Context: an optimization exercise on an open-source flow, tuned for small area, a short achievable clock period and few clock cycles per item. The choices shown serve that exercise and are no tape-out recipe. Only simulation tests tie the RTL to the original design; equivalence was not proved.

==> v11 <==
// ascii_integer_field_parser
module ascii_integer_field_parser (
  input  logic               clk_i,
  input  logic               rst_ni,
  input  logic               in_valid_i,
  output logic               in_ready_o,
  input  logic [9:0]         in_data_i,
  output logic               out_valid_o,
  input  logic               out_ready_i,
  output logic [83:0]        out_data_o,
  input  logic               psel,
  input  logic               penable,
  input  logic               pwrite,
  input  logic [2:0]         paddr,
  input  logic [31:0]        pwdata,
  output logic [31:0]        prdata,
  output logic               pready
);
==> flow/config.mk <==
export PLATFORM = sky130hd
export DESIGN_NAME = ascii_integer_field_parser
export DESIGN_NICKNAME = ascii_integer_field_parser
export VERILOG_FILES = /design/flow/design.v
export SDC_FILE = /design/flow/constraint.sdc
export NUM_CORES = 4
export LEC_CHECK = 0
export CAP_MARGIN = 20
export CORE_MARGIN = 2
export CORE_UTILIZATION = 60
export CTS_BUF_LIST = sky130_fd_sc_hd__clkbuf_4 sky130_fd_sc_hd__clkbuf_8
export SETUP_SLACK_MARGIN = 2.5
export SLEW_MARGIN = 20
==> flow/constraint.sdc <==
create_clock -name core_clock -period 6.5 [get_ports {clk_i}]
set_input_delay 1.3000 -clock core_clock [delete_from_list [all_inputs] [get_ports {clk_i}]]
set_output_delay 1.3000 -clock core_clock [all_outputs]
set_load 0.01 [all_outputs]
standard.sh (not shown) runs the stock make flow with config.mk's settings and CLKGATE_MAP_FILE= SYNTH_SCRIPT=/design/flow/synth_recipe.tcl, a recipe that flattens the netlist after the stock synthesis.
==> flow/flow/run.sh <==
#!/bin/bash
# The standard layout, with the port buffers that buffer_ports inserts
# made of the smallest buffer (buf_1) instead of its default delay buffer;
# the sizing steps still resize them as timing needs. All of make's output
# goes to standard.log, each ORFS step's to its own log under orfs/logs/.
set -euo pipefail
bash standard.sh "BUFFER_PORTS_ARGS=-buffer_cell sky130_fd_sc_hd__buf_1" finish > standard.log 2>&1
==> inputs of v39, as changes to v11 <==
--- a/flow/design.v
+++ b/flow/design.v
@@ -23,19 +23,16 @@
     logic       ws;      
     logic       minus;
     logic       nul;
     logic       x;       
     logic       dec;     
     logic       oct;     
     logic       hex;     
     logic [3:0] dv;      
-    logic [4:0] dv9;     
-    logic       nz;      
-    logic [3:0] dvm1;    
   } dec_item_t;
   typedef struct packed {
     logic               consumed;
     logic               done_res;
     logic [1:0]         status;
     logic signed [63:0] value;
     logic [15:0]        char_count;
   } out_item_t;
@@ -88,19 +85,16 @@
   assign dec_o.ws    = (ch == 8'h20) || (ch == 8'h09) || (ch == 8'h0A);
   assign dec_o.minus = (ch == 8'h2D);
   assign dec_o.nul   = (ch == 8'h00);
   assign dec_o.x     = (ch == 8'h78) || (ch == 8'h58);
   assign dec_o.dec   = is_dec;
   assign dec_o.oct   = (ch[7:3] == 5'b00110);
   assign dec_o.hex   = is_dec || is_lc || is_uc;
   assign dec_o.dv    = is_dec ? ch[3:0] : {1'b1, ch[2:0] + 3'd1};
-  assign dec_o.dv9   = {1'b0, dec_o.dv} + 5'd9;
-  assign dec_o.nz    = (dec_o.dv != 4'd0);
-  assign dec_o.dvm1  = dec_o.dv - 4'd1;
 endmodule
 module afp_core (
   input  logic               clk_i,
   input  logic               rst_ni,
   input  logic               advance_i,
   input  afp_pkg::dec_item_t item_i,
   input  afp_pkg::cfg_t      cfg_i,
   output afp_pkg::out_item_t res_o
@@ -110,116 +104,99 @@
   localparam logic [2:0] PH_ZERO   = 3'b010;
   localparam logic [2:0] PH_DIGITS = 3'b011;
   localparam logic [2:0] PH_IDLE   = 3'b100;
   logic [2:0]  phase_q, phase_d;
   logic [63:0] w_q, w_d;
   logic        neg_q, neg_d;
   logic        r16_q, r16_d;      
   logic        r8_q, r8_d;        
-  logic        r10_q, r10_d;      
   logic        auto_q, auto_d;    
   logic        lim_q, lim_d;      
   logic [7:0]  left_q, left_d;
   logic [15:0] count_q, count_d;
   logic        cons_q, cons_d;
   logic        done_q, done_d;
   logic [1:0] op;
   logic       is_zero;
   assign op      = item_i.op;
   assign is_zero = item_i.oct && (item_i.dv == 4'd0);
   logic dig_ok;
   assign dig_ok = (r16_q ? item_i.hex : r8_q ? item_i.oct : item_i.dec) &&
                   (!lim_q || (left_q != 8'd0));
   logic [4:0]  e;
-  logic [63:0] opa, opb, opc, csa_s, csa_c;
-  always_comb begin
-    if (!neg_q)     e = {1'b0, item_i.dv};
-    else if (r16_q) e = {item_i.nz, item_i.dvm1};
-    else if (r8_q)  e = {1'b0, item_i.nz, item_i.dvm1[2:0]};
-    else            e = item_i.dv9;
-  end
-  assign opa   = {w_q[60:0], 3'b0};
-  assign opb   = ({64{r16_q}} & {w_q[60:0], 3'b0}) |
-                 ({64{r10_q}} & {w_q[62:0], 1'b0});
-  assign opc   = {59'd0, e};
-  assign csa_s = opa ^ opb ^ opc;
-  assign csa_c = {(opa[62:0] & opb[62:0]) | (opa[62:0] & opc[62:0]) |
-                  (opb[62:0] & opc[62:0]), 1'b0};
-  logic [63:0] step;
-  afp_add64 u_add (
-    .a_i (csa_s),
-    .b_i (csa_c),
-    .s_o (step)
-  );
+  logic [63:0] opa, opb, opc, csa_s, csa_c, w_step;
+  assign e      = {1'b0, item_i.dv} +
+                  (!neg_q ? 5'd0 : r16_q ? 5'd15 : r8_q ? 5'd7 : 5'd9);
+  assign opa    = {w_q[60:0], 3'b0};
+  assign opb    = r16_q ? {w_q[60:0], 3'b0} : r8_q ? 64'd0 : {w_q[62:0], 1'b0};
+  assign opc    = {59'd0, e};
+  assign csa_s  = opa ^ opb ^ opc;
+  assign csa_c  = {(opa[62:0] & opb[62:0]) | (opa[62:0] & opc[62:0]) |
+                   (opb[62:0] & opc[62:0]), 1'b0};
+  assign w_step = csa_s + csa_c;
   logic is_char, start, ph_pre, ph_open;
   assign is_char = (op == afp_pkg::OP_CHAR);
   assign start   = (op == afp_pkg::OP_NEW_FIELD) || (op == afp_pkg::OP_NEW_STRING);
   assign ph_pre  = (phase_q == PH_SKIP) || (phase_q == PH_SIGNED);
   assign ph_open = !phase_q[2];
   logic took, take_dig, take_minus;
   always_comb begin
     phase_d    = phase_q;
     neg_d      = neg_q;
     r16_d      = r16_q;
     r8_d       = r8_q;
-    r10_d      = r10_q;
     auto_d     = auto_q;
     lim_d      = lim_q;
     left_d     = left_q;
     took       = 1'b0;
     take_dig   = 1'b0;
     take_minus = 1'b0;
     if (start) begin
       phase_d = PH_SKIP;
       neg_d   = 1'b0;
       r16_d   = (cfg_i.radix_mode == afp_pkg::MODE_HEX);
       r8_d    = (cfg_i.radix_mode == afp_pkg::MODE_OCT);
-      r10_d   = (cfg_i.radix_mode == afp_pkg::MODE_DEC) ||
-                (cfg_i.radix_mode == afp_pkg::MODE_AUTO);
       auto_d  = (cfg_i.radix_mode == afp_pkg::MODE_AUTO);
       lim_d   = (cfg_i.max_width != 8'd0);
       left_d  = cfg_i.max_width;
     end else if (is_char && ph_open) begin
       if (phase_q == PH_SKIP && item_i.ws) begin
         took = 1'b1;
       end else if (phase_q == PH_SKIP && item_i.minus) begin
         neg_d      = 1'b1;
         phase_d    = PH_SIGNED;
         took       = 1'b1;
         take_minus = 1'b1;
       end else if (ph_pre && item_i.nul) begin
         phase_d = {1'b1, afp_pkg::ST_EOS};
       end else if (ph_pre && is_zero && (r16_q || auto_q)) begin
-        if (auto_q) begin
-          r8_d  = 1'b1;
-          r10_d = 1'b0;
-        end
+        if (auto_q) r8_d = 1'b1;
         phase_d = PH_ZERO;
         took    = 1'b1;
       end else if (phase_q == PH_ZERO && item_i.x) begin
         r16_d   = 1'b1;
         r8_d    = 1'b0;
-        r10_d   = 1'b0;
         phase_d = PH_DIGITS;
         took    = 1'b1;
       end else if (dig_ok) begin
         if (lim_q) left_d = left_q - 8'd1;
         phase_d  = PH_DIGITS;
         took     = 1'b1;
         take_dig = 1'b1;
       end else begin
         phase_d = {1'b1, phase_q[1] ? afp_pkg::ST_MATCHED : afp_pkg::ST_NOMATCH};
       end
     end
   end
-  logic ld_dig;
-  assign ld_dig = advance_i && take_dig;
-  assign w_d    = ld_dig ? step : (advance_i && start) ? 64'd0 :
-                  (advance_i && take_minus) ? '1 : w_q;
+  logic [63:0] w_hold;
+  logic        ld_step;
+  assign ld_step = advance_i && take_dig;
+  assign w_hold  = (advance_i && start) ? 64'd0 : (advance_i && take_minus) ? '1 : w_q;
+  assign w_d     = ld_step ? w_step : w_hold;
   always_comb begin
     count_d = count_q;
     if (op == afp_pkg::OP_NEW_STRING)     count_d = 16'd0;
     else if (took && count_q != 16'hFFFF) count_d = count_q + 16'd1;
   end
   assign cons_d = took;
   assign done_d = is_char && phase_d[2] && (phase_d[1:0] != 2'd0);
   always_ff @(posedge clk_i or negedge rst_ni) begin
@@ -236,53 +213,29 @@
   always_ff @(posedge clk_i or negedge rst_ni) begin
     if (!rst_ni) w_q <= 64'd0;
     else         w_q <= w_d;
   end
   always_ff @(posedge clk_i) begin
     if (advance_i) begin
       r16_q  <= r16_d;
       r8_q   <= r8_d;
-      r10_q  <= r10_d;
       auto_q <= auto_d;
       lim_q  <= lim_d;
       left_q <= left_d;
       cons_q <= cons_d;
       done_q <= done_d;
     end
   end
   assign res_o.consumed   = cons_q;
   assign res_o.done_res   = done_q;
   assign res_o.status     = done_q ? phase_q[1:0] : afp_pkg::ST_BUSY;
   assign res_o.value      = w_q ^ {64{neg_q}};
   assign res_o.char_count = count_q;
 endmodule
-module afp_add64 (
-  input  logic [63:0] a_i,
-  input  logic [63:0] b_i,
-  output logic [63:0] s_o
-);
-  logic [6:0][63:0] g, p;
-  always_comb begin
-    g[0] = a_i & b_i;
-    p[0] = a_i ^ b_i;
-    for (int l = 0; l < 6; l++) begin
-      for (int i = 0; i < 64; i++) begin
-        if (i[l]) begin
-          g[l+1][i] = g[l][i] | (p[l][i] & g[l][((i >> l) << l) - 1]);
-          p[l+1][i] = p[l][i] & p[l][((i >> l) << l) - 1];
-        end else begin
-          g[l+1][i] = g[l][i];
-          p[l+1][i] = p[l][i];
-        end
-      end
-    end
-  end
-  assign s_o = p[0] ^ {g[6][62:0], 1'b0};
-endmodule
 module ascii_integer_field_parser (
   input  logic               clk_i,
   input  logic               rst_ni,
   input  logic               in_valid_i,
   output logic               in_ready_o,
   input  logic [9:0]         in_data_i,
   output logic               out_valid_o,
   input  logic               out_ready_i,
==> flow/run.sh (new file) <==
#!/bin/bash
# synth_recipe.tcl (not shown) runs the flow's synth.tcl, then flattens the netlist and writes it again
# the make line also repeats each setting of config.mk as NAME=value (left out here)
make -C /OpenROAD-flow-scripts/flow DESIGN_CONFIG=/design/flow/config.mk WORK_HOME=/design/flow/orfs CLKGATE_MAP_FILE= SYNTH_SCRIPT=/design/flow/synth_recipe.tcl finish
==> flow/config.mk (replaced) <==
export PLATFORM = sky130hd
export DESIGN_NAME = ascii_integer_field_parser
export DESIGN_NICKNAME = ascii_integer_field_parser
export VERILOG_FILES = /design/flow/design.v
export SDC_FILE = /design/flow/constraint.sdc
export NUM_CORES = 4
export LEC_CHECK = 0
export CAP_MARGIN = 20
export CORE_MARGIN = 2
export CORE_UTILIZATION = 40
export SETUP_SLACK_MARGIN = 3.0
export SLEW_MARGIN = 20
removed: flow/flow/run.sh
removed: flow/standard.sh
==> inputs of v16, as changes to v11 <==
--- a/flow/design.v
+++ b/flow/design.v
@@ -24,18 +24,16 @@
     logic       minus;
     logic       nul;
     logic       x;       
     logic       dec;     
     logic       oct;     
     logic       hex;     
     logic [3:0] dv;      
     logic [4:0] dv9;     
-    logic       nz;      
-    logic [3:0] dvm1;    
   } dec_item_t;
   typedef struct packed {
     logic               consumed;
     logic               done_res;
     logic [1:0]         status;
     logic signed [63:0] value;
     logic [15:0]        char_count;
   } out_item_t;
@@ -89,18 +87,16 @@
   assign dec_o.minus = (ch == 8'h2D);
   assign dec_o.nul   = (ch == 8'h00);
   assign dec_o.x     = (ch == 8'h78) || (ch == 8'h58);
   assign dec_o.dec   = is_dec;
   assign dec_o.oct   = (ch[7:3] == 5'b00110);
   assign dec_o.hex   = is_dec || is_lc || is_uc;
   assign dec_o.dv    = is_dec ? ch[3:0] : {1'b1, ch[2:0] + 3'd1};
   assign dec_o.dv9   = {1'b0, dec_o.dv} + 5'd9;
-  assign dec_o.nz    = (dec_o.dv != 4'd0);
-  assign dec_o.dvm1  = dec_o.dv - 4'd1;
 endmodule
 module afp_core (
   input  logic               clk_i,
   input  logic               rst_ni,
   input  logic               advance_i,
   input  afp_pkg::dec_item_t item_i,
   input  afp_pkg::cfg_t      cfg_i,
   output afp_pkg::out_item_t res_o
@@ -110,45 +106,48 @@
   localparam logic [2:0] PH_ZERO   = 3'b010;
   localparam logic [2:0] PH_DIGITS = 3'b011;
   localparam logic [2:0] PH_IDLE   = 3'b100;
   logic [2:0]  phase_q, phase_d;
   logic [63:0] w_q, w_d;
   logic        neg_q, neg_d;
   logic        r16_q, r16_d;      
   logic        r8_q, r8_d;        
-  logic        r10_q, r10_d;      
   logic        auto_q, auto_d;    
   logic        lim_q, lim_d;      
   logic [7:0]  left_q, left_d;
   logic [15:0] count_q, count_d;
   logic        cons_q, cons_d;
   logic        done_q, done_d;
   logic [1:0] op;
   logic       is_zero;
   assign op      = item_i.op;
   assign is_zero = item_i.oct && (item_i.dv == 4'd0);
   logic dig_ok;
   assign dig_ok = (r16_q ? item_i.hex : r8_q ? item_i.oct : item_i.dec) &&
                   (!lim_q || (left_q != 8'd0));
-  logic [4:0]  e;
+  logic        rdec;
+  logic [63:0] w;
+  logic        ecarry;
+  logic [3:0]  elow;
+  logic [4:0]  edec;
   logic [63:0] opa, opb, opc, csa_s, csa_c;
-  always_comb begin
-    if (!neg_q)     e = {1'b0, item_i.dv};
-    else if (r16_q) e = {item_i.nz, item_i.dvm1};
-    else if (r8_q)  e = {1'b0, item_i.nz, item_i.dvm1[2:0]};
-    else            e = item_i.dv9;
-  end
-  assign opa   = {w_q[60:0], 3'b0};
-  assign opb   = ({64{r16_q}} & {w_q[60:0], 3'b0}) |
-                 ({64{r10_q}} & {w_q[62:0], 1'b0});
-  assign opc   = {59'd0, e};
-  assign csa_s = opa ^ opb ^ opc;
-  assign csa_c = {(opa[62:0] & opb[62:0]) | (opa[62:0] & opc[62:0]) |
-                  (opb[62:0] & opc[62:0]), 1'b0};
+  assign rdec   = !r16_q && !r8_q;
+  assign w      = w_q;
+  assign ecarry = neg_q && (item_i.dv != 4'd0);
+  assign elow   = item_i.dv - {3'd0, neg_q};
+  assign edec   = neg_q ? item_i.dv9 : {1'b0, item_i.dv};
+  assign opa    = r16_q ? {w[59:0], elow} :
+                  r8_q  ? {w[60:0], elow[2:0]} : {w[60:0], 3'b0};
+  assign opb    = r16_q ? {59'd0, ecarry, 4'd0} :
+                  r8_q  ? {60'd0, ecarry, 3'd0} : {w[62:0], 1'b0};
+  assign opc    = rdec ? {59'd0, edec} : 64'd0;
+  assign csa_s  = opa ^ opb ^ opc;
+  assign csa_c  = {(opa[62:0] & opb[62:0]) | (opa[62:0] & opc[62:0]) |
+                   (opb[62:0] & opc[62:0]), 1'b0};
   logic [63:0] step;
   afp_add64 u_add (
     .a_i (csa_s),
     .b_i (csa_c),
     .s_o (step)
   );
   logic is_char, start, ph_pre, ph_open;
   assign is_char = (op == afp_pkg::OP_CHAR);
@@ -156,54 +155,47 @@
   assign ph_pre  = (phase_q == PH_SKIP) || (phase_q == PH_SIGNED);
   assign ph_open = !phase_q[2];
   logic took, take_dig, take_minus;
   always_comb begin
     phase_d    = phase_q;
     neg_d      = neg_q;
     r16_d      = r16_q;
     r8_d       = r8_q;
-    r10_d      = r10_q;
     auto_d     = auto_q;
     lim_d      = lim_q;
     left_d     = left_q;
     took       = 1'b0;
     take_dig   = 1'b0;
     take_minus = 1'b0;
     if (start) begin
       phase_d = PH_SKIP;
       neg_d   = 1'b0;
       r16_d   = (cfg_i.radix_mode == afp_pkg::MODE_HEX);
       r8_d    = (cfg_i.radix_mode == afp_pkg::MODE_OCT);
-      r10_d   = (cfg_i.radix_mode == afp_pkg::MODE_DEC) ||
-                (cfg_i.radix_mode == afp_pkg::MODE_AUTO);
       auto_d  = (cfg_i.radix_mode == afp_pkg::MODE_AUTO);
       lim_d   = (cfg_i.max_width != 8'd0);
       left_d  = cfg_i.max_width;
     end else if (is_char && ph_open) begin
       if (phase_q == PH_SKIP && item_i.ws) begin
         took = 1'b1;
       end else if (phase_q == PH_SKIP && item_i.minus) begin
         neg_d      = 1'b1;
         phase_d    = PH_SIGNED;
         took       = 1'b1;
         take_minus = 1'b1;
       end else if (ph_pre && item_i.nul) begin
         phase_d = {1'b1, afp_pkg::ST_EOS};
       end else if (ph_pre && is_zero && (r16_q || auto_q)) begin
-        if (auto_q) begin
-          r8_d  = 1'b1;
-          r10_d = 1'b0;
-        end
+        if (auto_q) r8_d = 1'b1;
         phase_d = PH_ZERO;
         took    = 1'b1;
       end else if (phase_q == PH_ZERO && item_i.x) begin
         r16_d   = 1'b1;
         r8_d    = 1'b0;
-        r10_d   = 1'b0;
         phase_d = PH_DIGITS;
         took    = 1'b1;
       end else if (dig_ok) begin
         if (lim_q) left_d = left_q - 8'd1;
         phase_d  = PH_DIGITS;
         took     = 1'b1;
         take_dig = 1'b1;
       end else begin
@@ -236,17 +228,16 @@
   always_ff @(posedge clk_i or negedge rst_ni) begin
     if (!rst_ni) w_q <= 64'd0;
     else         w_q <= w_d;
   end
   always_ff @(posedge clk_i) begin
     if (advance_i) begin
       r16_q  <= r16_d;
       r8_q   <= r8_d;
-      r10_q  <= r10_d;
       auto_q <= auto_d;
       lim_q  <= lim_d;
       left_q <= left_d;
       cons_q <= cons_d;
       done_q <= done_d;
     end
   end
   assign res_o.consumed   = cons_q;
==> flow/config.mk (replaced) <==
export PLATFORM = sky130hd
export DESIGN_NAME = ascii_integer_field_parser
export DESIGN_NICKNAME = ascii_integer_field_parser
export VERILOG_FILES = /design/flow/design.v
export SDC_FILE = /design/flow/constraint.sdc
export NUM_CORES = 4
export LEC_CHECK = 0
export CAP_MARGIN = 20
export CORE_MARGIN = 2
export CORE_UTILIZATION = 60
export SETUP_SLACK_MARGIN = 2.5
export SLEW_MARGIN = 20
==> flow_summary.ini <==
[power]
clk_pwr_uw = 722

[outcome]
outcome = no timing/DRC/antenna violations

[layout]
clockBufferCount = 17

[synth]
synth.mux.area_fraction_pct = 1.91

[routing]
num_vias = 8555
The numbers above come from v11.

==> flow_summary.ini <==
[outcome]
outcome = no timing/DRC/antenna violations

[synth]
synth.mux.area_fraction_pct = 1.91

[routing]
routed_wl_mm = 34.9
num_vias = 11000

[power]
clk_pwr_mw = 1.00

[layout]
clockBufferCount = 17
The numbers above come from v39.

==> flow_summary.ini <==
[layout]
clockBufferCount = 18
largestClassByArea = multi-input combinational cells
layout_common_cells = ha_1, buf_1, xor2_1

[outcome]
outcome = no timing/DRC/antenna violations

[power]
clk_pwr_mw = 1.00

[synth]
synth_top_family_by_area = compound AO/OA/AOI/OAI gates
synth_largest_type_area_fraction_pct = 20.8

[routing]
num_vias = 9273
The numbers above come from v16.

Testbench counts of v11, summed over its fixed seeds: cycles 20,385, items 20,305.
Testbench counts of v39, summed over its fixed seeds: cycles 20,385, items 20,305.
Testbench counts of v16, summed over its fixed seeds: cycles 20,385, items 20,305.

-- port drivers added, routing unchanged --
The results above use ideal ports. As a check the final layouts listed here were re-extracted and re-timed, cells and wires unchanged. Step 1: set_driving_cell puts a clkbuf_16 on clk_i and a buf_2 on each other input, an assumption about the parent block. Step 2 moves the port delays by t, midway between the first and last clock arrival at a register: inputs arrive t later, outputs are due t later. That takes back most of the time a late clock gives input paths. Slacks: ideal / step 1 / step 2; pairs: ideal / step 1.
run | t (ns) | setup slack, ns | hold slack, ns | worst register clock-pin slew, ns | worst data-port slew with drivers (ns)
v11 | 0.489 | 2.519 / 2.519 / 2.519 | 0.518 / 0.518 / 0.518 | 0.09 / 0.09 | 0.03
v39 | 0.484 | 2.121 / 2.121 / 2.121 | 0.489 / 0.489 / 0.489 | 0.07 / 0.07 | 0.05
v16 | 0.475 | 2.396 / 2.396 / 2.396 | 0.508 / 0.508 / 0.508 | 0.07 / 0.07 | 0.04
After both steps every run listed still meets setup and hold.
